Context: an optimization exercise on an open-source flow, tuned for small area, a short achievable clock period and few clock cycles per item. The choices shown serve that exercise and are no tape-out recipe. Function was checked by simulation only, so behaviour that the tests miss may differ from the original. Power figures rest on the tool's default switching activity, not on a simulated workload.

<file path="flow/flow/run.sh">
#!/bin/bash
# Layout: the standard flow (standard.sh, which runs the standard synthesis
# unchanged) with two settings changed: the ports are buffered with
# sky130_fd_sc_hd__buf_1 (buffer_ports' own pick is a delay buffer), and the
# timing repair aims for 5.8 ns of setup slack at the design's clock period.
# The make output goes to standard_flow.log; ORFS's logs stay under orfs/logs.
set -euo pipefail
bash standard.sh SETUP_SLACK_MARGIN=5.8 "BUFFER_PORTS_ARGS=-buffer_cell sky130_fd_sc_hd__buf_1" finish > standard_flow.log 2>&1
</file>
<file path="flow/standard.sh">
#!/bin/bash
# synth_recipe.tcl (not shown) runs the flow's synth.tcl, then flattens the netlist and writes it again
# the make line also repeats each setting of config.mk as NAME=value (left out here)
make -C /OpenROAD-flow-scripts/flow DESIGN_CONFIG=/design/flow/config.mk WORK_HOME=/design/flow/orfs CLKGATE_MAP_FILE= SYNTH_SCRIPT=/design/flow/synth_recipe.tcl "${@:-finish}"
</file>
<file path="flow/config.mk">
export PLATFORM = sky130hd
export DESIGN_NAME = heater_handle_supervisor
export DESIGN_NICKNAME = heater_handle_supervisor
export VERILOG_FILES = /design/flow/design.v
export SDC_FILE = /design/flow/constraint.sdc
export NUM_CORES = 4
export LEC_CHECK = 0
export CAP_MARGIN = 5
export CORE_MARGIN = 2
export CORE_UTILIZATION = 40
export CTS_BUF_LIST = sky130_fd_sc_hd__clkbuf_8
export SLEW_MARGIN = 5
</file>
<file path="flow/design.v">
package hhs_pkg;
  localparam int unsigned CfgIdxW  = 3;
  localparam int unsigned CfgDataW = 16;
  localparam int unsigned InW      = 38;
  localparam int unsigned OutW     = 12;
  localparam logic [1:0] FAULT_OK       = 2'd0;
  localparam logic [1:0] FAULT_OVER_TMP = 2'd1;
  localparam logic [1:0] FAULT_LOW_TMP  = 2'd2;
  localparam logic [1:0] FAULT_FAN      = 2'd3;
  localparam logic [1:0] ModeCold  = 2'd1;
  localparam logic [1:0] ModePower = 2'd2;
  localparam logic [9:0] TempFanHigh   = 10'd250;
  localparam logic [9:0] TempFanLow    = 10'd70;
  localparam logic [9:0] TempSleepCool = 10'd70;
  localparam logic [9:0] TempFanOff    = 10'd40;
  localparam logic [7:0] SleepDuty     = 8'd50;
  localparam logic [15:0] RstSleepTicks  = 16'd100;
  localparam logic [14:0] RstErrorTicks  = 15'd5;
  localparam logic [9:0]  RstMaxTemp     = 10'd520;
  localparam logic [9:0]  RstMinTemp     = 10'd10;
  localparam logic [7:0]  RstMinAir      = 8'd10;
  localparam logic [8:0]  RstCoolLim     = 9'd120;   
  localparam logic [7:0]  RstMaxAirDuty  = 8'd86;    
  localparam logic [7:0]  RstSleepFanDuty = 8'd58;   
  function automatic logic [7:0] scaled_air(input logic [7:0] level);
    logic [3:0] r;
    logic       b, c;
    logic [7:0] a;
    r = {level[3] ^ level[0], level[2:0]};
    case (r)
      4'd0:    b = level != 8'd0;
      4'd1:    b = level > 8'd25;
      4'd2:    b = level > 8'd50;
      4'd3:    b = level > 8'd75;
      4'd4:    b = level > 8'd100;
      4'd5:    b = level > 8'd125;
      4'd6:    b = level > 8'd150;
      4'd7:    b = level > 8'd175;
      4'd8:    b = level > 8'd200;
      4'd9:    b = level > 8'd225;
      4'd10:   b = level > 8'd250;
      default: b = 1'b0;
    endcase
    c = level[3] & level[0];
    a = {1'b0, level[7:1]} + {4'd0, level[7:4]};
    if (c && !b) begin
      scaled_air = a + 8'd31;
    end else if (c || !b) begin
      scaled_air = a + 8'd30;
    end else begin
      scaled_air = a + 8'd29;
    end
  endfunction
  function automatic logic [6:0] temp_duty(input logic [9:0] temp);
    logic [4:0] h;
    h = 5'bx;
    case (temp[7:0])
      8'd70: h = 5'd7;
      8'd71: h = 5'd7;
      8'd72: h = 5'd8;
      8'd73: h = 5'd7;
      8'd74: h = 5'd8;
      8'd75: h = 5'd7;
      8'd76: h = 5'd8;
      8'd77: h = 5'd8;
      8'd78: h = 5'd8;
      8'd79: h = 5'd8;
      8'd80: h = 5'd8;
      8'd81: h = 5'd8;
      8'd82: h = 5'd9;
      8'd83: h = 5'd8;
      8'd84: h = 5'd9;
      8'd85: h = 5'd8;
      8'd86: h = 5'd9;
      8'd87: h = 5'd9;
      8'd88: h = 5'd9;
      8'd89: h = 5'd9;
      8'd90: h = 5'd9;
      8'd91: h = 5'd9;
      8'd92: h = 5'd10;
      8'd93: h = 5'd9;
      8'd94: h = 5'd10;
      8'd95: h = 5'd9;
      8'd96: h = 5'd10;
      8'd97: h = 5'd10;
      8'd98: h = 5'd10;
      8'd99: h = 5'd10;
      8'd100: h = 5'd10;
      8'd101: h = 5'd10;
      8'd102: h = 5'd11;
      8'd103: h = 5'd10;
      8'd104: h = 5'd11;
      8'd105: h = 5'd10;
      8'd106: h = 5'd11;
      8'd107: h = 5'd11;
      8'd108: h = 5'd11;
      8'd109: h = 5'd11;
      8'd110: h = 5'd11;
      8'd111: h = 5'd11;
      8'd112: h = 5'd12;
      8'd113: h = 5'd11;
      8'd114: h = 5'd12;
      8'd115: h = 5'd11;
      8'd116: h = 5'd12;
      8'd117: h = 5'd12;
      8'd118: h = 5'd12;
      8'd119: h = 5'd12;
      8'd120: h = 5'd12;
      8'd121: h = 5'd12;
      8'd122: h = 5'd13;
      8'd123: h = 5'd12;
      8'd124: h = 5'd13;
      8'd125: h = 5'd12;
      8'd126: h = 5'd13;
      8'd127: h = 5'd13;
      8'd128: h = 5'd13;
      8'd129: h = 5'd13;
      8'd130: h = 5'd13;
      8'd131: h = 5'd13;
      8'd132: h = 5'd14;
      8'd133: h = 5'd13;
      8'd134: h = 5'd14;
      8'd135: h = 5'd13;
      8'd136: h = 5'd14;
      8'd137: h = 5'd14;
      8'd138: h = 5'd14;
      8'd139: h = 5'd14;
      8'd140: h = 5'd14;
      8'd141: h = 5'd14;
      8'd142: h = 5'd15;
      8'd143: h = 5'd14;
      8'd144: h = 5'd15;
      8'd145: h = 5'd14;
      8'd146: h = 5'd15;
      8'd147: h = 5'd15;
      8'd148: h = 5'd15;
      8'd149: h = 5'd15;
      8'd150: h = 5'd15;
      8'd151: h = 5'd15;
      8'd152: h = 5'd16;
      8'd153: h = 5'd15;
      8'd154: h = 5'd16;
      8'd155: h = 5'd15;
      8'd156: h = 5'd16;
      8'd157: h = 5'd16;
      8'd158: h = 5'd16;
      8'd159: h = 5'd16;
      8'd160: h = 5'd16;
      8'd161: h = 5'd16;
      8'd162: h = 5'd17;
      8'd163: h = 5'd16;
      8'd164: h = 5'd17;
      8'd165: h = 5'd16;
      8'd166: h = 5'd17;
      8'd167: h = 5'd17;
      8'd168: h = 5'd17;
      8'd169: h = 5'd17;
      8'd170: h = 5'd17;
      8'd171: h = 5'd17;
      8'd172: h = 5'd18;
      8'd173: h = 5'd17;
      8'd174: h = 5'd18;
      8'd175: h = 5'd17;
      8'd176: h = 5'd18;
      8'd177: h = 5'd18;
      8'd178: h = 5'd18;
      8'd179: h = 5'd18;
      8'd180: h = 5'd18;
      8'd181: h = 5'd18;
      8'd182: h = 5'd19;
      8'd183: h = 5'd18;
      8'd184: h = 5'd19;
      8'd185: h = 5'd18;
      8'd186: h = 5'd19;
      8'd187: h = 5'd19;
      8'd188: h = 5'd19;
      8'd189: h = 5'd19;
      8'd190: h = 5'd19;
      8'd191: h = 5'd19;
      8'd192: h = 5'd20;
      8'd193: h = 5'd19;
      8'd194: h = 5'd20;
      8'd195: h = 5'd19;
      8'd196: h = 5'd20;
      8'd197: h = 5'd20;
      8'd198: h = 5'd20;
      8'd199: h = 5'd20;
      8'd200: h = 5'd20;
      8'd201: h = 5'd20;
      8'd202: h = 5'd21;
      8'd203: h = 5'd20;
      8'd204: h = 5'd21;
      8'd205: h = 5'd20;
      8'd206: h = 5'd21;
      8'd207: h = 5'd21;
      8'd208: h = 5'd21;
      8'd209: h = 5'd21;
      8'd210: h = 5'd21;
      8'd211: h = 5'd21;
      8'd212: h = 5'd22;
      8'd213: h = 5'd21;
      8'd214: h = 5'd22;
      8'd215: h = 5'd21;
      8'd216: h = 5'd22;
      8'd217: h = 5'd22;
      8'd218: h = 5'd22;
      8'd219: h = 5'd22;
      8'd220: h = 5'd22;
      8'd221: h = 5'd22;
      8'd222: h = 5'd23;
      8'd223: h = 5'd22;
      8'd224: h = 5'd23;
      8'd225: h = 5'd22;
      8'd226: h = 5'd23;
      8'd227: h = 5'd23;
      8'd228: h = 5'd23;
      8'd229: h = 5'd23;
      8'd230: h = 5'd23;
      8'd231: h = 5'd23;
      8'd232: h = 5'd24;
      8'd233: h = 5'd23;
      8'd234: h = 5'd24;
      8'd235: h = 5'd23;
      8'd236: h = 5'd24;
      8'd237: h = 5'd24;
      8'd238: h = 5'd24;
      8'd239: h = 5'd24;
      8'd240: h = 5'd24;
      8'd241: h = 5'd24;
      8'd242: h = 5'd25;
      8'd243: h = 5'd24;
      8'd244: h = 5'd25;
      8'd245: h = 5'd24;
      8'd246: h = 5'd25;
      8'd247: h = 5'd25;
      8'd248: h = 5'd25;
      8'd249: h = 5'd25;
      default: h = 5'bx;
    endcase
    temp_duty = temp[7:1] - {2'd0, h};
  endfunction
endpackage
module hhs_cfg_regs (
  input  logic                         clk_i,
  input  logic                         rst_ni,
  input  logic                         we_i,
  input  logic [hhs_pkg::CfgIdxW-1:0]  idx_i,
  input  logic [hhs_pkg::CfgDataW-1:0] data_i,
  input  logic [7:0]                   level_i,
  input  logic [7:0]                   air_duty_i,
  output logic [15:0]                  sleep_ticks_o,
  output logic [14:0]                  error_ticks_o,
  output logic [9:0]                   max_temp_o,
  output logic [9:0]                   min_temp_o,
  output logic [7:0]                   min_air_o,
  output logic [8:0]                   cool_lim_o,
  output logic [7:0]                   max_air_duty_o,
  output logic [7:0]                   sleep_fan_duty_o
);
  logic pend_pto_q, pend_max_air_q, pend_sfl_q;
  always_ff @(posedge clk_i or negedge rst_ni) begin
    if (!rst_ni) begin
      sleep_ticks_o <= hhs_pkg::RstSleepTicks;
      error_ticks_o <= hhs_pkg::RstErrorTicks;
      max_temp_o    <= hhs_pkg::RstMaxTemp;
      min_temp_o    <= hhs_pkg::RstMinTemp;
      min_air_o     <= hhs_pkg::RstMinAir;
    end else if (we_i) begin
      case (idx_i)
        3'd0: sleep_ticks_o <= data_i;
        3'd1: error_ticks_o <= data_i[14:0];
        3'd2: max_temp_o    <= data_i[9:0];
        3'd3: min_temp_o    <= data_i[9:0];
        3'd4: min_air_o     <= data_i[7:0];
        default: ;
      endcase
    end
  end
  always_ff @(posedge clk_i or negedge rst_ni) begin
    if (!rst_ni) begin
      pend_pto_q     <= 1'b0;
      pend_max_air_q <= 1'b0;
      pend_sfl_q     <= 1'b0;
    end else begin
      pend_pto_q     <= we_i && (idx_i == 3'd5);
      pend_max_air_q <= we_i && (idx_i == 3'd6);
      pend_sfl_q     <= we_i && (idx_i == 3'd7);
    end
  end
  always_ff @(posedge clk_i or negedge rst_ni) begin
    if (!rst_ni) begin
      cool_lim_o       <= hhs_pkg::RstCoolLim;
      max_air_duty_o   <= hhs_pkg::RstMaxAirDuty;
      sleep_fan_duty_o <= hhs_pkg::RstSleepFanDuty;
    end else begin
      if (pend_pto_q)     cool_lim_o       <= {1'b0, level_i} + 9'd70;
      if (pend_max_air_q) max_air_duty_o   <= air_duty_i;
      if (pend_sfl_q)     sleep_fan_duty_o <= air_duty_i;
    end
  end
endmodule
module hhs_step (
  input  logic        cold_i,         
  input  logic        docked_i,       
  input  logic        sleep_cool_i,   
  input  logic        air_low_i,
  input  logic        hot_i,
  input  logic        cool_i,
  input  logic        fan_off_i,      
  input  logic [7:0]  duty_sel_i,     
  input  logic [15:0] sleep_ticks_i,
  input  logic [14:0] error_ticks_i,
  input  logic [7:0]  max_air_duty_i,
  input  logic        work_i,
  input  logic [15:0] sleep_cnt_i,
  input  logic [15:0] fault_cnt_i,
  input  logic [1:0]  fault_i,
  input  logic        fan_fault_i,
  input  logic        fan_hold_i,
  input  logic [7:0]  duty_i,
  output logic        work_o,
  output logic [15:0] sleep_cnt_o,
  output logic [15:0] fault_cnt_o,
  output logic [1:0]  fault_o,
  output logic        fan_fault_o,
  output logic        fan_hold_o,
  output logic [7:0]  duty_o,
  output logic        beep_o
);
  logic        sleep_hit, dbl_hit, half_hit;
  logic [15:0] fault_base;
  assign sleep_hit = (sleep_cnt_i != 16'hffff) && (sleep_cnt_i >= sleep_ticks_i);
  assign fault_base = work_i ? fault_cnt_i : 16'd0;
  assign dbl_hit  = work_i ? (fault_cnt_i >= {error_ticks_i, 1'b0})
                           : (error_ticks_i == 15'd0);
  assign half_hit = work_i ? (fault_cnt_i >= {2'b0, error_ticks_i[14:1]})
                           : (error_ticks_i[14:1] == 14'd0);
  always_comb begin
    work_o      = work_i;
    sleep_cnt_o = sleep_cnt_i;
    beep_o      = 1'b0;
    if (!work_i) begin
      if (!docked_i || cold_i) work_o = 1'b1;
    end else if (docked_i && !cold_i && sleep_cool_i) begin
      if (sleep_hit) begin
        work_o      = 1'b0;
        sleep_cnt_o = 16'd0;
        beep_o      = 1'b1;
      end else begin
        sleep_cnt_o = sleep_cnt_i + 16'd1;
      end
    end
    fault_o     = fault_i;
    fault_cnt_o = fault_base;
    if (fault_i == hhs_pkg::FAULT_OK) begin
      if (cold_i) begin
        if (air_low_i) begin
          if (dbl_hit) begin
            fault_o     = hhs_pkg::FAULT_FAN;
            fault_cnt_o = 16'd0;
          end else begin
            fault_cnt_o = fault_base + 16'd1;
          end
        end
      end else if (!docked_i && (hot_i || cool_i || air_low_i)) begin
        if (half_hit && hot_i) begin
          fault_o     = hhs_pkg::FAULT_OVER_TMP;
          fault_cnt_o = 16'd0;
        end else if (dbl_hit && air_low_i) begin
          fault_o     = hhs_pkg::FAULT_FAN;
          fault_cnt_o = 16'd0;
        end else if (dbl_hit && cool_i) begin
          fault_o     = hhs_pkg::FAULT_LOW_TMP;
          fault_cnt_o = 16'd0;
        end else begin
          fault_cnt_o = fault_base + 16'd1;
        end
      end else begin
        fault_cnt_o = 16'd0;
      end
    end else if (docked_i) begin
      fault_o     = hhs_pkg::FAULT_OK;
      fault_cnt_o = 16'd0;
    end
    fan_fault_o = fan_fault_i;
    fan_hold_o  = fan_hold_i;
    duty_o      = duty_i;
    if (!fan_fault_i) begin
      if (fault_o != hhs_pkg::FAULT_OK) begin
        fan_fault_o = 1'b1;
      end else if (work_o) begin
        fan_hold_o = cold_i || !docked_i;
        duty_o     = duty_sel_i;
      end else if (!fan_off_i) begin
        if (!fan_hold_i) duty_o = hhs_pkg::SleepDuty;
      end else if (!fan_hold_i) begin
        fan_hold_o = 1'b1;
        duty_o     = 8'd0;
      end
    end else begin
      duty_o = max_air_duty_i;
      if (fault_o == hhs_pkg::FAULT_OK) fan_fault_o = 1'b0;
    end
  end
endmodule
module heater_handle_supervisor (
  input  logic                         clk_i,
  input  logic                         rst_ni,
  input  logic                         in_valid_i,
  output logic                         in_ready_o,
  input  logic [hhs_pkg::InW-1:0]      in_data_i,
  output logic                         out_valid_o,
  input  logic                         out_ready_i,
  output logic [hhs_pkg::OutW-1:0]     out_data_o,
  input  logic                         cfg_valid_i,
  output logic                         cfg_ready_o,
  input  logic [hhs_pkg::CfgIdxW-1:0]  cfg_index_i,
  input  logic [hhs_pkg::CfgDataW-1:0] cfg_data_i
);
  logic [15:0] sleep_ticks;
  logic [14:0] error_ticks;
  logic [9:0]  max_temp;
  logic [9:0]  min_temp;
  logic [7:0]  min_air;
  logic [8:0]  cool_lim;
  logic [7:0]  max_air_duty;
  logic [7:0]  sleep_fan_duty;
  logic        s0_valid_q;
  logic        s0_docked_q, s0_cold_q, s0_power_q;
  logic [9:0]  s0_temp_q;
  logic        s0_air_low_q;
  logic [7:0]  s0_level_q;
  logic        in_cold;
  logic        s1_valid_q;
  logic        s1_docked_q, s1_cold_q, s1_sleep_cool_q, s1_air_low_q;
  logic        s1_hot_q, s1_cool_q, s1_fan_off_q;
  logic [7:0]  s1_duty_sel_q;
  logic [7:0]  air_duty, duty_sel;
  logic        sleep_cool;
  logic        work_q, work_d;
  logic [15:0] sleep_cnt_q, sleep_cnt_d;
  logic [15:0] fault_cnt_q, fault_cnt_d;
  logic [1:0]  fault_q, fault_d;
  logic        fan_fault_q, fan_fault_d;
  logic        fan_hold_q, fan_hold_d;
  logic [7:0]  duty_q, duty_d;
  logic        beep_q, beep_d;
  logic        res_valid_q;
  logic [hhs_pkg::OutW-1:0] res;
  logic        old_valid_q;
  logic        out_valid_q;
  logic [hhs_pkg::OutW-1:0] out_q;
  logic [hhs_pkg::OutW-1:0] res_d;
  logic        in_ready_q;
  logic        accept, full2, en0, en1, adv2;
  logic        s0_valid_d, s1_valid_d, res_valid_d, old_valid_d;
  assign cfg_ready_o = 1'b1;
  assign full2  = res_valid_q && old_valid_q;
  assign adv2   = s1_valid_q && !full2;
  assign en1    = !s1_valid_q || !full2;
  assign en0    = !s0_valid_q || en1;
  assign accept = in_valid_i && in_ready_q;
  assign s0_valid_d   = en0 ? accept : s0_valid_q;
  assign s1_valid_d   = en1 ? s0_valid_q : s1_valid_q;
  assign res_valid_d  = adv2 || (res_valid_q && !(!old_valid_q && out_ready_i));
  assign old_valid_d  = old_valid_q ? !out_ready_i : (res_valid_q && adv2 && !out_ready_i);
  always_ff @(posedge clk_i or negedge rst_ni) begin
    if (!rst_ni) begin
      s0_valid_q   <= 1'b0;
      s1_valid_q   <= 1'b0;
      res_valid_q  <= 1'b0;
      old_valid_q  <= 1'b0;
      out_valid_q  <= 1'b0;
      in_ready_q   <= 1'b1;
    end else begin
      s0_valid_q   <= s0_valid_d;
      s1_valid_q   <= s1_valid_d;
      res_valid_q  <= res_valid_d;
      old_valid_q  <= old_valid_d;
      out_valid_q  <= res_valid_d || old_valid_d;
      in_ready_q   <= !(s0_valid_d && s1_valid_d && res_valid_d && old_valid_d);
    end
  end
  assign in_ready_o = in_ready_q;
  assign in_cold   = (in_data_i[35:34] == hhs_pkg::ModeCold);
  always_ff @(posedge clk_i) begin
    if (en0) begin
      s0_docked_q <= !in_data_i[37] && in_data_i[36];
      s0_cold_q   <= in_cold;
      s0_power_q  <= (in_data_i[35:34] == hhs_pkg::ModePower);
      s0_temp_q   <= in_data_i[33:24];
      s0_air_low_q <= in_data_i[23:16] < min_air;
    end
    if (cfg_valid_i) begin
      s0_level_q <= cfg_data_i[7:0];
    end else if (en0) begin
      s0_level_q <= in_cold ? in_data_i[7:0] : in_data_i[15:8];
    end
  end
  assign air_duty = hhs_pkg::scaled_air(s0_level_q);
  always_comb begin
    if (s0_cold_q || !s0_docked_q) begin
      duty_sel = air_duty;
    end else if (s0_temp_q >= hhs_pkg::TempFanHigh) begin
      duty_sel = sleep_fan_duty;
    end else if (s0_temp_q >= hhs_pkg::TempFanLow) begin
      duty_sel = {1'b0, hhs_pkg::temp_duty(s0_temp_q)};
    end else begin
      duty_sel = 8'd0;
    end
  end
  assign sleep_cool = s0_power_q ? ({1'b0, s0_temp_q} <= {2'b0, cool_lim})
                                 : (s0_temp_q <= hhs_pkg::TempSleepCool);
  always_ff @(posedge clk_i) begin
    if (en1) begin
      s1_docked_q     <= s0_docked_q;
      s1_cold_q       <= s0_cold_q;
      s1_sleep_cool_q <= sleep_cool;
      s1_air_low_q    <= s0_air_low_q;
      s1_hot_q        <= s0_temp_q >= max_temp;
      s1_cool_q       <= s0_temp_q <= min_temp;
      s1_fan_off_q    <= s0_temp_q < hhs_pkg::TempFanOff;
      s1_duty_sel_q   <= duty_sel;
    end
  end
  hhs_cfg_regs u_cfg (
    .clk_i            (clk_i),
    .rst_ni           (rst_ni),
    .we_i             (cfg_valid_i),
    .idx_i            (cfg_index_i),
    .data_i           (cfg_data_i),
    .level_i          (s0_level_q),
    .air_duty_i       (air_duty),
    .sleep_ticks_o    (sleep_ticks),
    .error_ticks_o    (error_ticks),
    .max_temp_o       (max_temp),
    .min_temp_o       (min_temp),
    .min_air_o        (min_air),
    .cool_lim_o       (cool_lim),
    .max_air_duty_o   (max_air_duty),
    .sleep_fan_duty_o (sleep_fan_duty)
  );
  hhs_step u_step (
    .cold_i         (s1_cold_q),
    .docked_i       (s1_docked_q),
    .sleep_cool_i   (s1_sleep_cool_q),
    .air_low_i      (s1_air_low_q),
    .hot_i          (s1_hot_q),
    .cool_i         (s1_cool_q),
    .fan_off_i      (s1_fan_off_q),
    .duty_sel_i     (s1_duty_sel_q),
    .sleep_ticks_i  (sleep_ticks),
    .error_ticks_i  (error_ticks),
    .max_air_duty_i (max_air_duty),
    .work_i         (work_q),
    .sleep_cnt_i    (sleep_cnt_q),
    .fault_cnt_i    (fault_cnt_q),
    .fault_i        (fault_q),
    .fan_fault_i    (fan_fault_q),
    .fan_hold_i     (fan_hold_q),
    .duty_i         (duty_q),
    .work_o         (work_d),
    .sleep_cnt_o    (sleep_cnt_d),
    .fault_cnt_o    (fault_cnt_d),
    .fault_o        (fault_d),
    .fan_fault_o    (fan_fault_d),
    .fan_hold_o     (fan_hold_d),
    .duty_o         (duty_d),
    .beep_o         (beep_d)
  );
  always_ff @(posedge clk_i or negedge rst_ni) begin
    if (!rst_ni) begin
      work_q      <= 1'b0;
      sleep_cnt_q <= 16'd0;
      fault_cnt_q <= 16'd0;
      fault_q     <= hhs_pkg::FAULT_OK;
      fan_fault_q <= 1'b0;
      fan_hold_q  <= 1'b0;
      duty_q      <= 8'd0;
      beep_q      <= 1'b0;
    end else if (adv2) begin
      work_q      <= work_d;
      sleep_cnt_q <= sleep_cnt_d;
      fault_cnt_q <= fault_cnt_d;
      fault_q     <= fault_d;
      fan_fault_q <= fan_fault_d;
      fan_hold_q  <= fan_hold_d;
      duty_q      <= duty_d;
      beep_q      <= beep_d;
    end
  end
  assign res   = {work_q, fault_q, duty_q, beep_q};
  assign res_d = adv2 ? {work_d, fault_d, duty_d, beep_d} : res;
  always_ff @(posedge clk_i) begin
    if (!old_valid_d) out_q <= res_d;
  end
  assign out_valid_o = out_valid_q;
  assign out_data_o  = out_q;
endmodule
</file>
<file path="flow/constraint.sdc">
create_clock -name core_clock -period 9.0 [get_ports {clk_i}]
set_input_delay 1.8000 -clock core_clock [delete_from_list [all_inputs] [get_ports {clk_i}]]
set_output_delay 1.8000 -clock core_clock [all_outputs]
set_load 0.01 [all_outputs]
</file>
==> results of run 1 <==
==> worst paths after layout <==
kind,from,to,slack [ns],depth (start not counted)
setup / recovery,s0_level_q[5]$_DFFE_PP_,u_cfg.sleep_fan_duty_o[6]$_DFFE_PN0P_,5.90,11
hold / removal,s0_cold_q$_DFFE_PN_,s1_cold_q$_DFFE_PN_,0.48,0
setup reg to reg,s0_level_q[5]$_DFFE_PP_,u_cfg.sleep_fan_duty_o[6]$_DFFE_PN0P_,5.90,11
hold reg to reg,s0_cold_q$_DFFE_PN_,s1_cold_q$_DFFE_PN_,0.48,0
max in group asynchronous,rst_ni,fault_cnt_q[3]$_DFFE_PN0P_,6.26,3
min in group asynchronous,rst_ni,u_cfg.sleep_ticks_o[13]$_DFFE_PN0P_,1.57,2
==> logic make-up after synthesis <==
logic type               synth area share [%]
flip-flops                               43.1
multiplexers                             4.10
XOR/XNOR                                 2.44
AO/OA/AOI/OAI                            19.3
other                                  0.0318
buffers and inverters                    5.00
adder cells (fa/ha/maj)                  11.2
AND/OR/NAND/NOR                          14.9
==> worst max-delay path, stage by stage (launching register included) <==
cell	delay, ns
sky130_fd_sc_hd__edfxtp_1	0.55
sky130_fd_sc_hd__buf_4	0.21
sky130_fd_sc_hd__fa_2	0.40
sky130_fd_sc_hd__a21o_1	0.20
sky130_fd_sc_hd__a21o_1	0.27
sky130_fd_sc_hd__nand3_1	0.12
sky130_fd_sc_hd__nor3_1	0.05
sky130_fd_sc_hd__mux2_4	0.26
sky130_fd_sc_hd__a311o_2	0.43
sky130_fd_sc_hd__nand3_1	0.10
sky130_fd_sc_hd__o221ai_1	0.11
sky130_fd_sc_hd__a311o_1	0.28
==> layout by cell type, fill, tap and decap left out, types with 24 or more instances in the layout <==
master,n
sky130_fd_sc_hd__a21o_1,36
sky130_fd_sc_hd__a21oi_1,73
sky130_fd_sc_hd__buf_1,73
sky130_fd_sc_hd__buf_4,41
sky130_fd_sc_hd__dfrtp_1,115
sky130_fd_sc_hd__dfstp_2,24
sky130_fd_sc_hd__edfxtp_1,49
sky130_fd_sc_hd__ha_1,100
sky130_fd_sc_hd__inv_1,102
sky130_fd_sc_hd__mux2_2,25
sky130_fd_sc_hd__nand2_1,141
sky130_fd_sc_hd__nor2_1,84
sky130_fd_sc_hd__nor3_1,24
sky130_fd_sc_hd__o21ai_0,106
==> power groups by stage <==
stage / registers [mW] / clock network, mW / logic (mW)
after floorplan: 1.25 / 0 / 0.687
after global placement: 1.30 / 0 / 0.891
after detailed placement: 1.30 / 0 / 0.914
after CTS: 1.28 / 0.556 / 0.941
after global routing: 1.31 / 0.587 / 1.12
final: 1.28 / 0.542 / 0.988
==> metal layers <==
metal	track usage [%]	vias up
met3	2.34	32
met1	27.6	4554
met5	0	-
met2	30.9	214
met4	4.89	0
li1	-	4684
==> cell type report <==
type | instances | area (um^2) | area share (%)
Multi-Input combinational cell | 904 | 6330 | 47.7
Timing Repair Buffer | 118 | 617 | 4.65
Inverter | 106 | 398 | 3.00
Tap cell | 384 | 480 | 3.62
Sequential cell | 193 | 5080 | 38.3
Clock inverter | 14 | 124 | 0.934
Clock buffer | 17 | 234 | 1.76
==> registers in the layout (all words and copies together) (netlist names), 8 cells and up, named ones only <==
register,flops
u_cfg.max_temp_o,10
sleep_cnt_q,16
u_cfg.cool_lim_o,9
fault_cnt_q,16
u_cfg.min_temp_o,10
u_cfg.sleep_ticks_o,16
s0_temp_q,10
duty_q,8
u_cfg.sleep_fan_duty_o,8
u_cfg.min_air_o,8
s0_level_q,8
u_cfg.max_air_duty_o,8
out_q,12
u_cfg.error_ticks_o,15
s1_duty_sel_q,8
==> stage by stage <==
stage          hold slack, ns  util, %  instances
6_report                0.479     45.9       1736
5_1_grt                 0.496     45.9       1736
4_1_cts                 0.483     44.8       1712
3_5_place_dp            0.459     43.1       1671
3_3_place_gp            0.456     43.1       1671
2_1_floorplan           0.400        -       1248
==> repair_timing <==
| item | 4_1_cts | 5_1_grt |
|---|---|---|
| buffers inserted | 10 | 23 |
| pin swaps | 4 | 15 |
| hold buffers | 0 | 0 |
| gates cloned | 0 | 1 |
| setup endpoints to repair | 31 | 101 |
| endpoints found under the hold margin | 0 | 0 |
| gates resized for setup | 8 | 31 |
==> Flow_metrics.wiki, run 1 <==
{| class="wikitable"
! Metric !! Value
|-
| Required time at the endpoint of the critical path || between 9 and 10 ns
|-
| Area enclosed by the die boundary || about 0.031 mm^2
|-
| RSZ-0062 raised after global routing || no
|-
| Number of top-level pins || 77
|-
| Proportion of power drawn by flip-flops and latches || 45.6%
|-
| Final-layout fill cell count || 2,790
|-
| Antenna violations before repair || 0
|-
| Worst-path clk slew || approximately 0.1 ns
|-
| # Max-Cap Violations || 0
|-
| Least-Margin Pin Slew || roughly 1.1 ns
|-
| Part of the total power dissipated in combinational logic || about a third
|-
| Static leakage || 5.79 nW
|-
| Pin count of the biggest net entering global routing || 78
|-
| Number of flops mapped to enable cells by yosys || 49
|-
| Overall via count from detail_route || roughly 9,500
|-
| Total routing usage reported by global routing || between 15 and 20%
|-
| Ratio of final minimum period to clock period || about a third
|-
| Clock buffers created by TritonCTS || 17
|-
| Top area cells in the synthesized netlist || sky130_fd_sc_hd__dfrtp_1 24%, sky130_fd_sc_hd__edfxtp_1 12%, sky130_fd_sc_hd__ha_1 11%
|-
| Endpoint type of the worst setup path || flop
|-
| Vias per std cell || between 5 and 6
|-
| WL per Instance || approximately 17 um
|-
| First-pass GRT wire length || between 40,000 and 50,000 um
|-
| Dominant cell by count in the synthesized netlist || sky130_fd_sc_hd__nand2_1
|-
| CTS sink cnt || ~190
|-
| Clock root buffer master || sky130_fd_sc_hd__clkbuf_8
|-
| Met2 routed WL || approximately 13,000 um
|-
| First drt pass iteration count || 5
|-
| M1 WL || about 14,000 um
|-
| Net count after synthesis || between 1,000 and 1,500
|-
| Largest buffer count on any clock path || 2
|-
| Clock tree from TritonCTS || yes
|-
| Die Height || roughly 180 um
|-
| Initial core utilization || approximately 41%
|-
| Power spent charging and discharging nets || 1.06 mW
|-
| Total half-perimeter wirelength after legalization and detailed placement || about 21,000 um
|-
| Outcome || finished clean
|-
| Power share of the clock group || 19.3%
|-
| Area growth from synthesis to final layout || 12.5%
|-
| DRT iter0 DRCs || 545
|-
| FFs w/ async S/R, synth || ~70%
|-
| Width of the die || roughly 180 um
|-
| Highest clock frequency the design can meet || 323 MHz
|-
| Worst Skew || about 0.020 ns
|-
| Number of nets in the layout || about 1,500
|-
| Class of the tightest hold or removal check || flop to flop
|-
| Number of nets still failing antenna checks after routing || 0
|-
| Pint || between 1.5 and 2 mW
|-
| Top routing layer used || met4
|-
| Count of port buffers added during placement || 75
|-
| Share of layout cells above drive strength 1 || 12.9%
|-
| Critical path type || flop to flop
|-
| Most frequent cells after synthesis || 141 x sky130_fd_sc_hd__nand2_1, 115 x sky130_fd_sc_hd__dfrtp_1, 107 x sky130_fd_sc_hd__o21ai_0, 104 x sky130_fd_sc_hd__inv_1, 102 x sky130_fd_sc_hd__ha_1
|-
| Final design instance area without fill || around 0.013 mm^2
|-
| DRC violation count after routing || 0
|-
| Cells after synthesis || approximately 1,200
|-
| Warning count from the yosys run || 3
|-
| Count of final setup violators || 0
|-
| Biggest area consumer among synthesized cells || sky130_fd_sc_hd__dfrtp_1
|-
| Count of unique library cells instantiated by Yosys || 76
|-
| Final WL || between 20,000 and 30,000 um
|-
| Fraction of post-synthesis cell area in the top cell type by area || approximately 24%
|-
| Power per cell area || 212 mW/mm^2
|-
| Max FO, Critical Path || 10
|-
| Placement Cell Area || approximately 0.012 mm^2
|-
| Number of synthesized register bits || approximately 190
|-
| Setup Total Neg Slack || 0 ns
|-
| Antenna diode count || 0
|-
| Met3 WL post-DR || slightly above 1000 um
|-
| Core area || between 0.02 and 0.03 mm^2
|-
| Sort of element at the start of the critical path || flop
|-
| # rows || 62
|-
| Proportion of total power due to net switching || 37.5%
|-
| Slew Viols, Final || 0
|-
| Vias in the first global route || between 8,000 and 9,000
|-
| Post-layout power || ~2.8 mW
|-
| Hold Violations, Final || 0
|-
| Worst setup slack after placement || just over 5 ns
|-
| Portion of the post-synthesis area used by sequential elements || 43.1%
|-
| Shortest period the worst path allows || slightly above 3 ns
|-
| Number of levels the H-tree was split into || 4
|-
| Top flip-flop cell by instance count after synthesis || sky130_fd_sc_hd__dfrtp_1
|-
| Worst skew pair latency || around 0.48 ns
|-
| Arrival time of the worst setup path || approximately 3.5 ns
|-
| Mapped cell area || about 0.012 mm^2
|-
| Mean area per synthesized cell || about 9.4 um^2
|-
| Setup ws final || about 5.9 ns
|-
| Congestion Overflow GR || 0
|-
| Worst slew slack as a fraction of its limit || 28.5%
|-
| RD Place Congestion || 0.816
|-
| Worst vdd rail ir drop || approximately 100 uV
|}
Testbench counts, summed over its fixed seeds: cycles 16,024, items 16,000.
==> run 2: changes to the inputs <==
--- a/flow/config.mk
+++ b/flow/config.mk
@@ -5,8 +5,9 @@
 export SDC_FILE = /design/flow/constraint.sdc
 export NUM_CORES = 4
 export LEC_CHECK = 0
-export CAP_MARGIN = 5
+export CAP_MARGIN = 20
 export CORE_MARGIN = 2
 export CORE_UTILIZATION = 40
 export CTS_BUF_LIST = sky130_fd_sc_hd__clkbuf_8
-export SLEW_MARGIN = 5
+export GPL_TIMING_DRIVEN = 0
+export SLEW_MARGIN = 20
==> run 2 against run 1 <==
  * Sequential power about the same
  * Register-to-register slack got worse by 0.05 ns
  * Total power increased by 0.77%
  * First-iteration DRC count increased by 9.2%
  * Setup slack got worse by 0.051 ns
==> Flow_metrics.wiki, run 2 <==
{| class="wikitable"
! Metric !! Value
|-
| Outcome || finished clean
|-
| Least-Margin Pin Slew || roughly 0.95 ns
|-
| Mean area per synthesized cell || around 9.4 um^2
|-
| Area growth from synthesis to final layout || 14.4%
|-
| Count of port buffers added during placement || 75
|-
| # rows || 62
|-
| Source of the worst hold timing path || s0_cold_q$_DFFE_PN_
|-
| Worst Skew || 0.0240 ns
|-
| Worst setup slack after placement || 5.11 ns
|-
| Hold Violations, Final || 0
|-
| Total routing usage reported by global routing || around a fifth
|-
| Vias in the first global route || 9,405
|-
| Power share of the clock group || 19.3%
|-
| Total half-perimeter wirelength after legalization and detailed placement || roughly 22,000 um
|-
| Minimum setup slack among reg-to-reg paths || approximately 6 ns
|-
| CTS sink cnt || 193
|-
| Dominant cell by count in the synthesized netlist || sky130_fd_sc_hd__nand2_1
|-
| RD Place Congestion || roughly 0.85
|-
| Area enclosed by the die boundary || just over 0.03 mm^2
|-
| Count of final setup violators || 0
|-
| Net count after synthesis || 1,414
|-
| Capturing point of the worst reg2reg path || s1_duty_sel_q[6]$_DFFE_PN_
|-
| Antenna violations before repair || 0
|-
| Crit-path cells || buf_4 -> nand2b_1 -> a32o_1 -> a222oi_1 -> buf_4 -> o22a_2 -> buf_4 -> mux2_1 -> a311o_2 -> a21oi_1 -> o21ai_0 -> nor3_2
|-
| Required time at the endpoint of the critical path || 9.31 ns
|-
| Top flip-flop cell by instance count after synthesis || sky130_fd_sc_hd__dfrtp_1
|-
| Mapped cell area || around 0.012 mm^2
|-
| Most Frequent Cell on Critical Path || sky130_fd_sc_hd__buf_4
|-
| DRT iter0 DRCs || 595
|-
| Max FO, Critical Path || 6
|-
| Clock buffers created by TritonCTS || 17
|-
| Class of the tightest hold or removal check || flop to flop
|-
| Die Height || 176 um
|-
| WL per Instance || 17.1 um
|-
| Endpoint type of the worst setup path || flop
|-
| Number of nets still failing antenna checks after routing || 0
|-
| Most frequent cells after synthesis || 141 x sky130_fd_sc_hd__nand2_1, 115 x sky130_fd_sc_hd__dfrtp_1, 107 x sky130_fd_sc_hd__o21ai_0, 104 x sky130_fd_sc_hd__inv_1, 102 x sky130_fd_sc_hd__ha_1
|-
| Power spent charging and discharging nets || around 1.1 mW
|-
| Placed instance count || approximately 1,700
|-
| RSZ-0062 raised after global routing || yes
|-
| Static leakage || just under 6 nW
|-
| First-pass GRT wire length || between 40,000 and 50,000 um
|-
| Top area cells in the synthesized netlist || sky130_fd_sc_hd__dfrtp_1 24%, sky130_fd_sc_hd__edfxtp_1 12%, sky130_fd_sc_hd__ha_1 11%
|-
| Warning count from the yosys run || 3
|-
| Fraction of post-synthesis cell area in the top cell type by area || roughly a quarter
|-
| Count of unique library cells instantiated by Yosys || 76
|-
| Worst skew pair latency || between 0.4 and 0.5 ns
|-
| Power per cell area || between 200 and 250 mW/mm^2
|-
| # Max-Cap Violations || 0
|-
| Worst setup path end || s1_duty_sel_q[6]$_DFFE_PN_
|-
| Final Util || 46.7%
|-
| Number of top-level pins || between 70 and 80
|-
| Width of the die || 176 um
|-
| Final WL || between 30,000 and 40,000 um
|-
| Worst slew slack as a fraction of its limit || between 30% and 40%
|-
| Clock tree from TritonCTS || yes
|-
| Number of synthesized register bits || 193
|-
| Worst R2R Start || s0_level_q[5]$_DFFE_PP_
|-
| Min-Delay Path Depth || 0
|-
| Initial core utilization || 40.8%
|-
| Core area || a little under 0.03 mm^2
|-
| FFs w/ async S/R, synth || a little over 70%
|-
| Critical path type || flop to flop
|-
| Congestion Overflow GR || 0
|-
| Vias per std cell || ~5.5
|-
| Worst vdd rail ir drop || ~95 uV
|-
| Placement Cell Area || 0.0127 mm^2
|-
| Proportion of power drawn by flip-flops and latches || about 45%
|-
| First drt pass iteration count || 7
|-
| Antenna diode count || 0
|-
| Proportion of total power due to net switching || 37.4%
|-
| CP startpoint || s0_level_q[5]$_DFFE_PP_
|-
| DRC violation count after routing || 0
|-
| Top Registers || fault_cnt_q (16), sleep_cnt_q (16), u_cfg.sleep_ticks_o (16)
|-
| Pin count of the biggest net entering global routing || 33
|-
| Share of layout cells above drive strength 1 || between 10% and 20%
|-
| Most frequent standard cell in the layout excluding fill and tap cells || sky130_fd_sc_hd__nand2_1
|-
| Ratio of final minimum period to clock period || approximately a third
|-
| Portion of the post-synthesis area used by sequential elements || between 40 and 50%
|-
| Overall via count from detail_route || ~10,000
|-
| Highest clock frequency the design can meet || about 320 MHz
|-
| Largest buffer count on any clock path || 2
|-
| Setup Total Neg Slack || 0 ns
|-
| Final Instance Count excl. Fillers || 1,773
|-
| Library cell contributing the largest single delay on the critical path || sky130_fd_sc_hd__edfxtp_1
|-
| Worst-path clk slew || about 0.10 ns
|-
| Number of flops mapped to enable cells by yosys || 49
|-
| Biggest area consumer among synthesized cells || sky130_fd_sc_hd__dfrtp_1
|-
| Final design instance area without fill || 0.0135 mm^2
|-
| Commonest cells after routing, fill and taps aside || 141 x sky130_fd_sc_hd__nand2_1, 115 x sky130_fd_sc_hd__dfrtp_1, 106 x sky130_fd_sc_hd__o21ai_0
|-
| Number of levels the H-tree was split into || 4
|-
| Number of nets in the layout || 1,542
|-
| Shortest period the worst path allows || about 3.1 ns
|-
| Cells after synthesis || roughly 1,200
|-
| Slew Viols, Final || 0
|-
| Part of the total power dissipated in combinational logic || roughly 36%
|-
| Arrival time of the worst setup path || 3.46 ns
|-
| Setup ws final || about 5.9 ns
|-
| Clock root buffer master || sky130_fd_sc_hd__clkbuf_8
|-
| Max incr delay on CP || 0.47 ns
|-
| R2r worst-path depth || 12
|-
| Pint || around 1.8 mW
|-
| Sort of element at the start of the critical path || flop
|}
## run 2: layout make-up
class | count | area, um^2
Clock inverter | 14 | 109
Fill cell | 2779 | 15400
Buffer | 46 | 206
Multi-Input combinational cell | 904 | 6350
Sequential cell | 193 | 5080
Tap cell | 384 | 480
Inverter | 106 | 400
Clock buffer | 18 | 248
Timing Repair Buffer | 108 | 608
## run 2: worst min-delay path by stage
| stage | end | slack (ns) |
|---|---|---|
| final | s1_cold_q$_DFFE_PN_ | 0.48 |
| after global routing | s1_cold_q$_DFFE_PN_ | 0.51 |
| after CTS | s1_cold_q$_DFFE_PN_ | 0.48 |
| after detailed placement | s1_cold_q$_DFFE_PN_ | 0.45 |
| after global placement | beep_q$_DFFE_PN0P_ | 0.45 |
| after floorplan | s1_air_low_q$_DFFE_PN_ | 0.40 |
## run 2: per-layer routing
| layer | GRT usage [%] | part of all wire (%) | up-vias |
|---|---|---|---|
| met3 | 2.97 | 4.7 | 16 |
| met2 | 32.5 | 46 | 253 |
| met1 | 28.8 | 48 | 4725 |
| li1 | - | - | 4750 |
| met5 | 0 | 0 | - |
| met4 | 3.96 | 0.83 | 0 |
## run 2: per-stage QoR
| step | hold slack [ns] | power (mW) |
|---|---|---|
| final | 0.481 | 2.83 |
| after detailed placement | 0.454 | 2.22 |
| after floorplan | 0.400 | 1.94 |
| after global placement | 0.454 | 2.20 |
| after CTS | 0.480 | 2.79 |
| after global routing | 0.508 | 3.05 |
## run 2: cell families (layout without fill, tap and decap cells)
| kind of cell | after synthesis | in the layout | share of synthesized area [%] |
|---|---|---|---|
| AO/OA/AOI/OAI | 345 | 346 | 19.3 |
| XOR/XNOR | 32 | 32 | 2.44 |
| adder cells (fa/ha/maj) | 104 | 104 | 11.2 |
| buffers and inverters | 152 | 292 | 5.00 |
| flip-flops | 193 | 193 | 43.1 |
| multiplexers | 45 | 45 | 4.10 |
| other | 1 | 1 | 0.0318 |
| AND/OR/NAND/NOR | 376 | 376 | 14.9 |
## run 2: power by group through the flow
| stage | combinational [mW] | clock (mW) | sequential, mW |
|---|---|---|---|
| 2_1_floorplan | 0.687 | 0 | 1.25 |
| 3_3_place_gp | 0.918 | 0 | 1.28 |
| 3_5_place_dp | 0.943 | 0 | 1.28 |
| 4_1_cts | 0.972 | 0.558 | 1.26 |
| 5_1_grt | 1.17 | 0.588 | 1.29 |
| 6_report | 1.03 | 0.546 | 1.26 |
## run 2: repair_timing
item                                    in CTS  in global routing
buffers inserted                            11                 17
resized for setup                           10                 47
pin swaps                                    4                 16
hold buffers                                 0                  0
cloned                                       0                  1
endpoints found under the setup margin      53                 51
## run 2: worst max-delay path, delay by kind of cell (launching register included)
family / cells / cell delay, ns
AOI/OAI and AO/OA: 6 / 1.40
buffers and inverters: 3 / 0.47
DFF: 1 / 0.47
muxes: 1 / 0.30
and+or+nand+nor: 2 / 0.37
==> run 3: changes to the inputs <==
--- a/flow/config.mk
+++ b/flow/config.mk
@@ -9,5 +9,4 @@
 export CORE_MARGIN = 2
 export CORE_UTILIZATION = 40
 export CTS_BUF_LIST = sky130_fd_sc_hd__clkbuf_8
-export GPL_TIMING_DRIVEN = 0
 export SLEW_MARGIN = 20
==> run 3 against run 2 <==
  * First-iteration DRC count decreased by 8.4%
  * Clock power decreased by 0.7%
  * Sequential power about the same
  * Die area unchanged
  * Clock skew decreased by 0.0037 ns
  * Via count decreased by 2.7%
  * Highest routed layer unchanged
==> Flow_metrics.wiki, run 3 <==
{| class="wikitable"
! Metric !! Value
|-
| Outcome || finished clean
|-
| Congestion Overflow GR || 0
|-
| Net count after synthesis || around 1,400
|-
| Worst R2R Start || s0_level_q[5]$_DFFE_PP_
|-
| Clock root buffer master || sky130_fd_sc_hd__clkbuf_8
|-
| Setup Total Neg Slack || 0 ns
|-
| # Max-Cap Violations || 0
|-
| Source of the worst hold timing path || s0_cold_q$_DFFE_PN_
|-
| Mean area per synthesized cell || 9.45 um^2
|-
| Mapped cell area || 0.0118 mm^2
|-
| Final-layout fill cell count || about 2,800
|-
| Portion of the post-synthesis area used by sequential elements || between 40 and 50%
|-
| Part of the total power dissipated in combinational logic || 35.1%
|-
| Largest buffer count on any clock path || 2
|-
| Antenna violations before repair || 0
|-
| Share of layout cells above drive strength 1 || about an eighth
|-
| Worst setup slack after placement || approximately 5.1 ns
|-
| Initial core utilization || roughly two fifths
|-
| Fraction of post-synthesis cell area in the top cell type by area || roughly a quarter
|-
| Endpoint type of the worst setup path || flop
|-
| # rows || 62
|-
| Most frequent standard cell in the layout excluding fill and tap cells || sky130_fd_sc_hd__nand2_1
|-
| Min-Delay Path Depth || 0
|-
| Least-Margin Pin Slew || between 1 and 1.5 ns
|-
| Worst Skew || approximately 0.02 ns
|-
| Clock buffers created by TritonCTS || 17
|-
| Power per cell area || roughly 210 mW/mm^2
|-
| Worst-path clk slew || about 0.10 ns
|-
| Number of synthesized register bits || between 150 and 200
|-
| Worst skew pair latency || 0.48 ns
|-
| Worst-case hold path end point || s1_cold_q$_DFFE_PN_
|-
| Top Registers || fault_cnt_q (16), sleep_cnt_q (16), u_cfg.sleep_ticks_o (16)
|-
| Count of port buffers added during placement || 75
|-
| Power spent charging and discharging nets || ~1.1 mW
|-
| Core area || approximately 0.029 mm^2
|-
| First-pass GRT wire length || around 47,000 um
|-
| Top flip-flop cell by instance count after synthesis || sky130_fd_sc_hd__dfrtp_1
|-
| Area enclosed by the die boundary || 0.0309 mm^2
|-
| Critical path type || flop to flop
|-
| DRC violation count after routing || 0
|-
| First drt pass iteration count || 5
|-
| Final Instance Count excl. Fillers || ~1,700
|-
| Vias in the first global route || around 8,900
|-
| Commonest cells after routing, fill and taps aside || 141 x sky130_fd_sc_hd__nand2_1, 115 x sky130_fd_sc_hd__dfrtp_1, 106 x sky130_fd_sc_hd__o21ai_0
|-
| Max FO, Critical Path || 10
|-
| Number of nets still failing antenna checks after routing || 0
|-
| Total half-perimeter wirelength after legalization and detailed placement || roughly 21,000 um
|-
| Final WL || 29,300 um
|-
| Antenna diode count || 0
|-
| Count of unique library cells instantiated by Yosys || 76
|-
| Arrival time of the worst setup path || between 3 and 4 ns
|-
| Top area cells in the synthesized netlist || sky130_fd_sc_hd__dfrtp_1 24%, sky130_fd_sc_hd__edfxtp_1 12%, sky130_fd_sc_hd__ha_1 11%
|-
| Proportion of power drawn by flip-flops and latches || 45.6%
|-
| Biggest area consumer among synthesized cells || sky130_fd_sc_hd__dfrtp_1
|-
| WL per Instance || about 17 um
|-
| Count of final setup violators || 0
|-
| Final Util || a little under half
|-
| Number of top-level pins || 77
|-
| Warning count from the yosys run || 3
|-
| Hold Violations, Final || 0
|-
| Die Height || ~180 um
|-
| Final design instance area without fill || 0.0133 mm^2
|-
| Highest clock frequency the design can meet || 323 MHz
|-
| Worst hold-check slack || 0.479 ns
|-
| Proportion of total power due to net switching || approximately 38%
|-
| RD Place Congestion || about 0.82
|-
| Ratio of final minimum period to clock period || 34.4%
|-
| Slew Viols, Final || 0
|-
| Sort of element at the start of the critical path || flop
|-
| Post-layout power || approximately 2.8 mW
|-
| Total routing usage reported by global routing || about a fifth
|-
| Minimum setup slack among reg-to-reg paths || just under 6 ns
|-
| Vias per std cell || around 5.5
|-
| Width of the die || between 150 and 200 um
|-
| Dominant cell by count in the synthesized netlist || sky130_fd_sc_hd__nand2_1
|-
| DRT iter0 DRCs || ~550
|-
| Area growth from synthesis to final layout || 12.5%
|-
| Number of nets in the layout || about 1,500
|-
| R2r worst-path depth || 11
|-
| Number of flops mapped to enable cells by yosys || 49
|-
| Capturing point of the worst reg2reg path || u_cfg.sleep_fan_duty_o[6]$_DFFE_PN0P_
|-
| Power share of the clock group || 19.3%
|-
| Required time at the endpoint of the critical path || approximately 9.4 ns
|-
| Placement Cell Area || approximately 0.012 mm^2
|-
| Most frequent cells after synthesis || 141 x sky130_fd_sc_hd__nand2_1, 115 x sky130_fd_sc_hd__dfrtp_1, 107 x sky130_fd_sc_hd__o21ai_0, 104 x sky130_fd_sc_hd__inv_1, 102 x sky130_fd_sc_hd__ha_1
|-
| Cells after synthesis || 1,248
|-
| Worst vdd rail ir drop || around 97 uV
|-
| Overall via count from detail_route || 9,484
|-
| Pin count of the biggest net entering global routing || just under 80
|-
| FFs w/ async S/R, synth || 72.0%
|-
| Pint || approximately 1.8 mW
|-
| RSZ-0062 raised after global routing || no
|-
| Clock tree from TritonCTS || yes
|-
| CTS sink cnt || 193
|-
| Class of the tightest hold or removal check || flop to flop
|-
| Number of hold-repair buffers added at the cts stage || 0
|-
| Setup ws final || 5.90 ns
|-
| Placed instance count || ~1,700
|-
| Number of levels the H-tree was split into || 4
|-
| Shortest period the worst path allows || slightly above 3 ns
|-
| Worst slew slack as a fraction of its limit || around 28%
|-
| Static leakage || about 5.8 nW
|}
-- run 3: per-layer routing --
layer,share of wire [%],GRT usage [%],routed length (um),vias to the layer above
li1,-,-,-,4684
met1,49,27.6,14300,4554
met2,46,30.9,13400,214
met3,3.5,2.34,1030,32
met4,2.0,4.89,576,0
met5,0,0,0,-
-- run 3: worst max path at each step --
| stage | start | end | slack, ns | cells past startpoint |
|---|---|---|---|---|
| after floorplan | s0_level_q[1]$_DFFE_PP_ | s1_duty_sel_q[5]$_DFFE_PN_ | 5.81 | 10 |
| after global routing | s0_level_q[1]$_DFFE_PP_ | s1_duty_sel_q[6]$_DFFE_PN_ | 5.77 | 12 |
| after CTS | s0_level_q[1]$_DFFE_PP_ | s1_duty_sel_q[5]$_DFFE_PN_ | 5.71 | 10 |
| after detailed placement | cfg_valid_i | u_cfg.max_temp_o[0]$_DFFE_PN0P_ | 5.14 | 4 |
| after global placement | cfg_valid_i | u_cfg.max_temp_o[0]$_DFFE_PN0P_ | 5.18 | 4 |
| final | s0_level_q[5]$_DFFE_PP_ | u_cfg.sleep_fan_duty_o[6]$_DFFE_PN0P_ | 5.90 | 11 |
-- run 3: cell families (layout without fill, tap and decap cells) --
| kind of cell | Yosys count | count (layout) | synth area share (%) |
|---|---|---|---|
| compound gates | 345 | 346 | 19.3 |
| xor+xnor | 32 | 32 | 2.44 |
| fa+ha+maj | 104 | 104 | 11.2 |
| buf+inv | 152 | 255 | 5.00 |
| flops | 193 | 193 | 43.1 |
| mux | 45 | 45 | 4.10 |
| other cells | 1 | 1 | 0.0318 |
| simple gates | 376 | 376 | 14.9 |
-- run 3: repair_timing --
action,CTS,global route
pin swaps,4,15
buffers inserted,10,23
endpoints found under the setup margin,31,101
gates resized for setup,8,31
gates cloned,0,1
-- run 3: area by class of cell --
cell class,count,area (um^2),share of cell area (%)
clock inverter,14,124,0.934
timing repair buffer,118,617,4.65
sequential,193,5080,38.3
tap,384,480,3.62
inverter,106,398,3.00
multi-input combinational,904,6330,47.7
clock buffer,17,234,1.76
-- run 3: power by group through the flow --
stage	clock (mW)	combinational, mW	sequential [mW]
floorplan	0	0.687	1.25
global placement	0	0.891	1.30
detailed placement	0	0.914	1.30
CTS	0.556	0.941	1.28
global route	0.587	1.12	1.31
finish	0.542	0.988	1.28
-- run 3: critical path: stages, from the launching register on --
cell and delay, ns:
sky130_fd_sc_hd__edfxtp_1 0.55, sky130_fd_sc_hd__buf_4 0.21, sky130_fd_sc_hd__fa_2 0.40, sky130_fd_sc_hd__a21o_1 0.20, sky130_fd_sc_hd__a21o_1 0.27, sky130_fd_sc_hd__nand3_1 0.12, sky130_fd_sc_hd__nor3_1 0.05, sky130_fd_sc_hd__mux2_4 0.26
sky130_fd_sc_hd__a311o_2 0.43, sky130_fd_sc_hd__nand3_1 0.10, sky130_fd_sc_hd__o221ai_1 0.11, sky130_fd_sc_hd__a311o_1 0.28
==> run 4: changes to the inputs <==
--- a/flow/design.v
+++ b/flow/design.v
@@ -258,20 +258,28 @@
   output logic [7:0]                   sleep_fan_duty_o
 );
   logic pend_pto_q, pend_max_air_q, pend_sfl_q;
+  logic [15:0] sleep_ticks_n_q;
+  logic [14:0] error_ticks_n_q;
+  logic [9:0]  max_temp_n_q;
+  logic [7:0]  min_air_n_q;
+  assign sleep_ticks_o = ~sleep_ticks_n_q;
+  assign error_ticks_o = ~error_ticks_n_q;
+  assign max_temp_o    = ~max_temp_n_q;
+  assign min_air_o     = ~min_air_n_q;
   always_ff @(posedge clk_i or negedge rst_ni) begin
     if (!rst_ni) begin
-      sleep_ticks_o <= hhs_pkg::RstSleepTicks;
-      error_ticks_o <= hhs_pkg::RstErrorTicks;
-      max_temp_o    <= hhs_pkg::RstMaxTemp;
-      min_temp_o    <= hhs_pkg::RstMinTemp;
-      min_air_o     <= hhs_pkg::RstMinAir;
+      sleep_ticks_n_q <= ~hhs_pkg::RstSleepTicks;
+      error_ticks_n_q <= ~hhs_pkg::RstErrorTicks;
+      max_temp_n_q    <= ~hhs_pkg::RstMaxTemp;
+      min_temp_o      <= hhs_pkg::RstMinTemp;
+      min_air_n_q     <= ~hhs_pkg::RstMinAir;
     end else if (we_i) begin
       case (idx_i)
-        3'd0: sleep_ticks_o <= data_i;
-        3'd1: error_ticks_o <= data_i[14:0];
-        3'd2: max_temp_o    <= data_i[9:0];
-        3'd3: min_temp_o    <= data_i[9:0];
-        3'd4: min_air_o     <= data_i[7:0];
+        3'd0: sleep_ticks_n_q <= ~data_i;
+        3'd1: error_ticks_n_q <= ~data_i[14:0];
+        3'd2: max_temp_n_q    <= ~data_i[9:0];
+        3'd3: min_temp_o      <= data_i[9:0];
+        3'd4: min_air_n_q     <= ~data_i[7:0];
         default: ;
       endcase
     end
==> flow/flow/run.sh (replaced) <==
#!/bin/bash
# Layout: the standard flow (standard.sh, which runs the standard synthesis
# unchanged) with two settings changed: the ports are buffered with
# sky130_fd_sc_hd__buf_1 (buffer_ports' own pick is a delay buffer), and the
# timing repair aims for 5.7 ns of setup slack at the design's clock period.
# The make output goes to standard_flow.log; ORFS's logs stay under orfs/logs.
set -euo pipefail
bash standard.sh SETUP_SLACK_MARGIN=5.7 "BUFFER_PORTS_ARGS=-buffer_cell sky130_fd_sc_hd__buf_1" finish > standard_flow.log 2>&1
==> run 4 against run 3 <==
  * Maximum frequency decreased by 0.92%
  * First-iteration DRC count increased by 21%
  * Non-clock buffer count decreased by 25
  * Flip-flop and latch count unchanged
  * Still clean
  * Global-route usage decreased by 0.14 points
  * Clock skew increased by 0.00062 ns
  * Routed wire length decreased by 3.7%
  * Worst hold slack got worse by 0.032 ns
  * Setup slack got worse by 0.029 ns
  * Clock power increased by 7.2%
  * Design area decreased by 3.5%
  * Largest power group unchanged
  * Register-to-register slack got worse by 0.03 ns
==> Flow_metrics.wiki, run 4 <==
{| class="wikitable"
! Metric !! Value
|-
| Die Height || 174 um
|-
| DRT iter0 DRCs || ~660
|-
| Count of unique library cells instantiated by Yosys || 80
|-
| Vias per std cell || 5.43
|-
| Power per cell area || between 200 and 250 mW/mm^2
|-
| Highest clock frequency the design can meet || between 300 and 400 MHz
|-
| WL per Instance || approximately 17 um
|-
| Fraction of post-synthesis cell area in the top cell type by area || between 10% and 20%
|-
| Area growth from synthesis to final layout || 10.2%
|-
| Count of port buffers added during placement || 75
|-
| Cells after synthesis || ~1,200
|-
| FFs w/ async S/R, synth || around 72%
|-
| RSZ-0062 raised after global routing || no
|-
| Overall via count from detail_route || approximately 9,100
|-
| Min-Delay Path Depth || 0
|-
| Antenna diode count || 0
|-
| Final-layout fill cell count || 2,797
|-
| Most frequent cells after synthesis || 142 x sky130_fd_sc_hd__nand2_1, 107 x sky130_fd_sc_hd__a21oi_1, 102 x sky130_fd_sc_hd__ha_1, 102 x sky130_fd_sc_hd__o21ai_0, 89 x sky130_fd_sc_hd__nor2_1
|-
| Count of final setup violators || 0
|-
| Area enclosed by the die boundary || slightly above 0.03 mm^2
|-
| Dominant cell by count in the synthesized netlist || sky130_fd_sc_hd__nand2_1
|-
| Worst-path clk slew || ~0.11 ns
|-
| Minimum setup slack among reg-to-reg paths || approximately 6 ns
|-
| Final WL || between 20,000 and 30,000 um
|-
| # rows || between 60 and 70
|-
| Width of the die || 174 um
|-
| Library cell contributing the largest single delay on the critical path || sky130_fd_sc_hd__edfxtp_1
|-
| Ratio of final minimum period to clock period || roughly a third
|-
| Final design instance area without fill || between 0.01 and 0.015 mm^2
|-
| Top flip-flop cell by instance count after synthesis || sky130_fd_sc_hd__dfrtp_1
|-
| Number of nets in the layout || 1,448
|-
| Number of top-level pins || 77
|-
| Worst slew slack as a fraction of its limit || 27.4%
|-
| Capturing point of the worst reg2reg path || s1_duty_sel_q[5]$_DFFE_PN_
|-
| First drt pass iteration count || 5
|-
| Simple-gate share of the synthesized area || between 10% and 20%
|-
| DRC violation count after routing || 0
|-
| Number of flops mapped to enable cells by yosys || between 40 and 50
|-
| Pin count of the biggest net entering global routing || 73
|-
| Source of the worst hold timing path || s0_air_low_q$_DFFE_PN_
|-
| Footprint of the multi-input gates || between 0.006 and 0.007 mm^2
|-
| Proportion of synthesized area in mux cells || between 3 and 4%
|-
| Critical path type || flop to flop
|-
| Core area || about 0.029 mm^2
|-
| Max FO, Critical Path || 9
|-
| Post-Synth XOR/XNOR Area || about 2.5%
|-
| Required time at the endpoint of the critical path || approximately 9 ns
|-
| RD Place Congestion || a little under 0.9
|-
| R2r worst-path depth || 12
|-
| Arrival time of the worst setup path || 3.33 ns
|-
| Combinational family with the most area after synthesis || compound AO/OA/AOI/OAI gates
|-
| Shortest period the worst path allows || 3.12 ns
|-
| Crit-path cells || ha_1 -> fa_1 -> xor2_4 -> inv_1 -> ha_1 -> nand2_1 -> a21oi_1 -> o21ai_0 -> o221ai_2 -> nor3_2 -> xnor2_1 -> a21oi_1
|-
| Total half-perimeter wirelength after legalization and detailed placement || between 20,000 and 25,000 um
|-
| Worst-case hold path end point || s1_air_low_q$_DFFE_PN_
|-
| Most frequent standard cell in the layout excluding fill and tap cells || sky130_fd_sc_hd__nand2_1
|-
| Number of hold-repair buffers added at the cts stage || 0
|-
| Placement Cell Area || approximately 0.012 mm^2
|-
| Outcome || finished clean
|-
| Clock tree from TritonCTS || yes
|-
| Portion of the post-synthesis area used by sequential elements || 44.1%
|-
| Static leakage || roughly 5.6 nW
|-
| Endpoint type of the worst setup path || flop
|-
| Worst vdd rail ir drop || between 80 and 90 uV
|-
| Largest buffer count on any clock path || 2
|-
| Worst skew pair latency || about 0.49 ns
|-
| Clock root buffer master || sky130_fd_sc_hd__clkbuf_8
|-
| Slew Viols, Final || 0
|-
| Congestion Overflow GR || 0
|-
| Buf/Inv on CP || 1
|-
| Mapped cell area || between 0.01 and 0.015 mm^2
|-
| Max incr delay on CP || around 0.54 ns
|-
| Top area cells in the synthesized netlist || sky130_fd_sc_hd__dfrtp_1 18%, sky130_fd_sc_hd__edfxtp_1 13%, sky130_fd_sc_hd__dfstp_2 12%
|-
| CTS sink cnt || between 150 and 200
|-
| Adder and majority cell fraction of the synthesized area || 11.3%
|-
| Final Util || between 40% and 50%
|-
| Net count after synthesis || between 1,000 and 1,500
|-
| Class of the tightest hold or removal check || flop to flop
|-
| Number of synthesized register bits || 193
|-
| Setup ws final || approximately 5.9 ns
|-
| Number of levels the H-tree was split into || 4
|-
| Initial core utilization || between 40% and 50%
|-
| Delay-heaviest family, CP || adder cells
|-
| # Max-Cap Violations || 0
|-
| Worst R2R Start || s0_level_q[1]$_DFFE_PP_
|-
| Warning count from the yosys run || 3
|-
| Worst Skew || between 0.02 and 0.025 ns
|-
| Commonest cells after routing, fill and taps aside || 140 x sky130_fd_sc_hd__nand2_1, 107 x sky130_fd_sc_hd__a21oi_1, 102 x sky130_fd_sc_hd__ha_1
|-
| Total routing usage reported by global routing || between 10% and 20%
|-
| Worst hold-check slack || between 0.4 and 0.5 ns
|-
| Vias in the first global route || around 8,800
|-
| Biggest area consumer among synthesized cells || sky130_fd_sc_hd__dfrtp_1
|-
| Clock buffers created by TritonCTS || 17
|-
| Least-Margin Pin Slew || about 1.1 ns
|-
| Hold Violations, Final || 0
|-
| Number of nets still failing antenna checks after routing || 0
|-
| Sort of element at the start of the critical path || flop
|-
| Register cell area after layout || slightly above 0.005 mm^2
|-
| Share of layout cells above drive strength 1 || between 10% and 20%
|-
| Antenna violations before repair || 0
|-
| First-pass GRT wire length || 46,400 um
|-
| Top Registers || fault_cnt_q (16), sleep_cnt_q (16), u_cfg.sleep_ticks_n_q (16)
|-
| Complex-gate fraction of the synthesized area || a little under a fifth
|-
| Mean area per synthesized cell || about 9.5 um^2
|-
| Worst setup slack after placement || 5.16 ns
|-
| Setup Total Neg Slack || 0 ns
|}
-- run 4: cell types whose count changed in the layout (fill, tap and decap cells not counted), sizes merged, moves of 7 or more --
cell,previous run,this run
inv,114,62
nor3,28,17
buf,116,93
a22oi,9,1
a22o,1,15
a211oi,12,3
nor4,15,6
a32o,8,1
nor2b,17,24
dfstp,24,55
mux2,26,18
dfrtp,115,84
a31oi,7,17
a21oi,75,108
-- run 4: worst reg2reg max path: cells and delay by family, from the launching register on --
kind	cells	cell delay, ns
adder cells (fa/ha/maj)	3	0.99
flip-flops	1	0.54
XOR/XNOR	2	0.45
AND/OR/NAND/NOR	2	0.25
AO/OA/AOI/OAI	4	0.46
buffers and inverters	1	0.15
-- run 4: worst max-delay path by stage --
stage	start	endpoint	slack (ns)	cells past startpoint
4_1_cts	s0_level_q[1]$_DFFE_PP_	s1_duty_sel_q[5]$_DFFE_PN_	5.74	12
3_3_place_gp	in_data_i[28]	flop	5.27	8
5_1_grt	cfg_valid_i	u_cfg.max_temp_n_q[7]$_DFFE_PN1P_	5.71	4
2_1_floorplan	in_data_i[17]	s0_air_low_q$_DFFE_PN_	5.87	10
6_report	s0_level_q[1]$_DFFE_PP_	s1_duty_sel_q[5]$_DFFE_PN_	5.88	12
3_5_place_dp	cfg_valid_i	u_cfg.sleep_ticks_n_q[8]$_DFFE_PN1P_	5.16	4
-- run 4: where the power goes --
group          internal [mW]  switching (mW)
Combinational          0.353           0.484
Sequential              1.16           0.162
Clock                  0.233           0.348
-- run 4: layout make-up --
type                       count  share of cell area (%)
tap                          384                    3.76
clock buffer                  17                    1.83
timing repair buffer          93                    3.29
inverter                      54                    1.58
multi-input combinational    923                    48.2
clock inverter                15                    1.30
sequential                   193                    40.0
-- run 4: logic make-up after synthesis --
family,Yosys count
simple gates,390
xor+xnor,33
buf+inv,100
other cells,1
compound gates,357
flops,193
fa+ha+maj,104
mux,38
-- run 4: layer usage --
layer	up-vias	track usage [%]	share of wire (%)	routed length [um]
li1	4565	-	-	-
met1	4362	25.9	48	13600
met2	150	30.9	47	13300
met3	40	2.80	2.4	691
met4	0	7.00	2.6	725
met5	-	0	0	0
-- run 4: per-stage QoR --
step,total power [mW],instances
final,2.74,1679
after global routing,2.95,1679
after CTS,2.74,1667
after detailed placement,2.15,1634
after global placement,2.12,1634
after floorplan,1.89,1216
-- run 4: timing repair --
item,4_1_cts,5_1_grt
buffers inserted,1,12
resized for setup,5,10
pin swaps,0,1
setup endpoints to repair,34,33
Testbench counts of run 4, summed over its fixed seeds: cycles 16,024, items 16,000.

==> static timing again, ports no longer ideal <==
No port has a modelled driver above. Below, the same layouts with a new extraction and two added sets of constraints. Step 1, drivers: a clkbuf_16 drives clk_i and a buf_2 each remaining input, both assumed. Step 2 times the ports against the registers' clock, not the clock port: input delays grow and output delays shrink by t, the midpoint of the rising clock arrivals with the driver on. a / b / c = ideal / step 1 / step 2; a / b = the first two.
run	t (ns)	setup WS [ns]	worst data-port slew with drivers (ns)	cell pins on the clock port's net
run 1	0.506	5.904 / 5.904 / 5.546	0.06	1
run 2	0.513	5.853 / 5.853 / 5.446	0.08	1
run 3	0.506	5.904 / 5.904 / 5.546	0.06	1
run 4	0.532	5.875 / 5.875 / 5.407	0.04	1
After both steps every run listed still meets setup and hold. For run 4, which loses most, drivers alone change the setup slack by 0.000 ns; drivers and shift together by -0.468 ns.
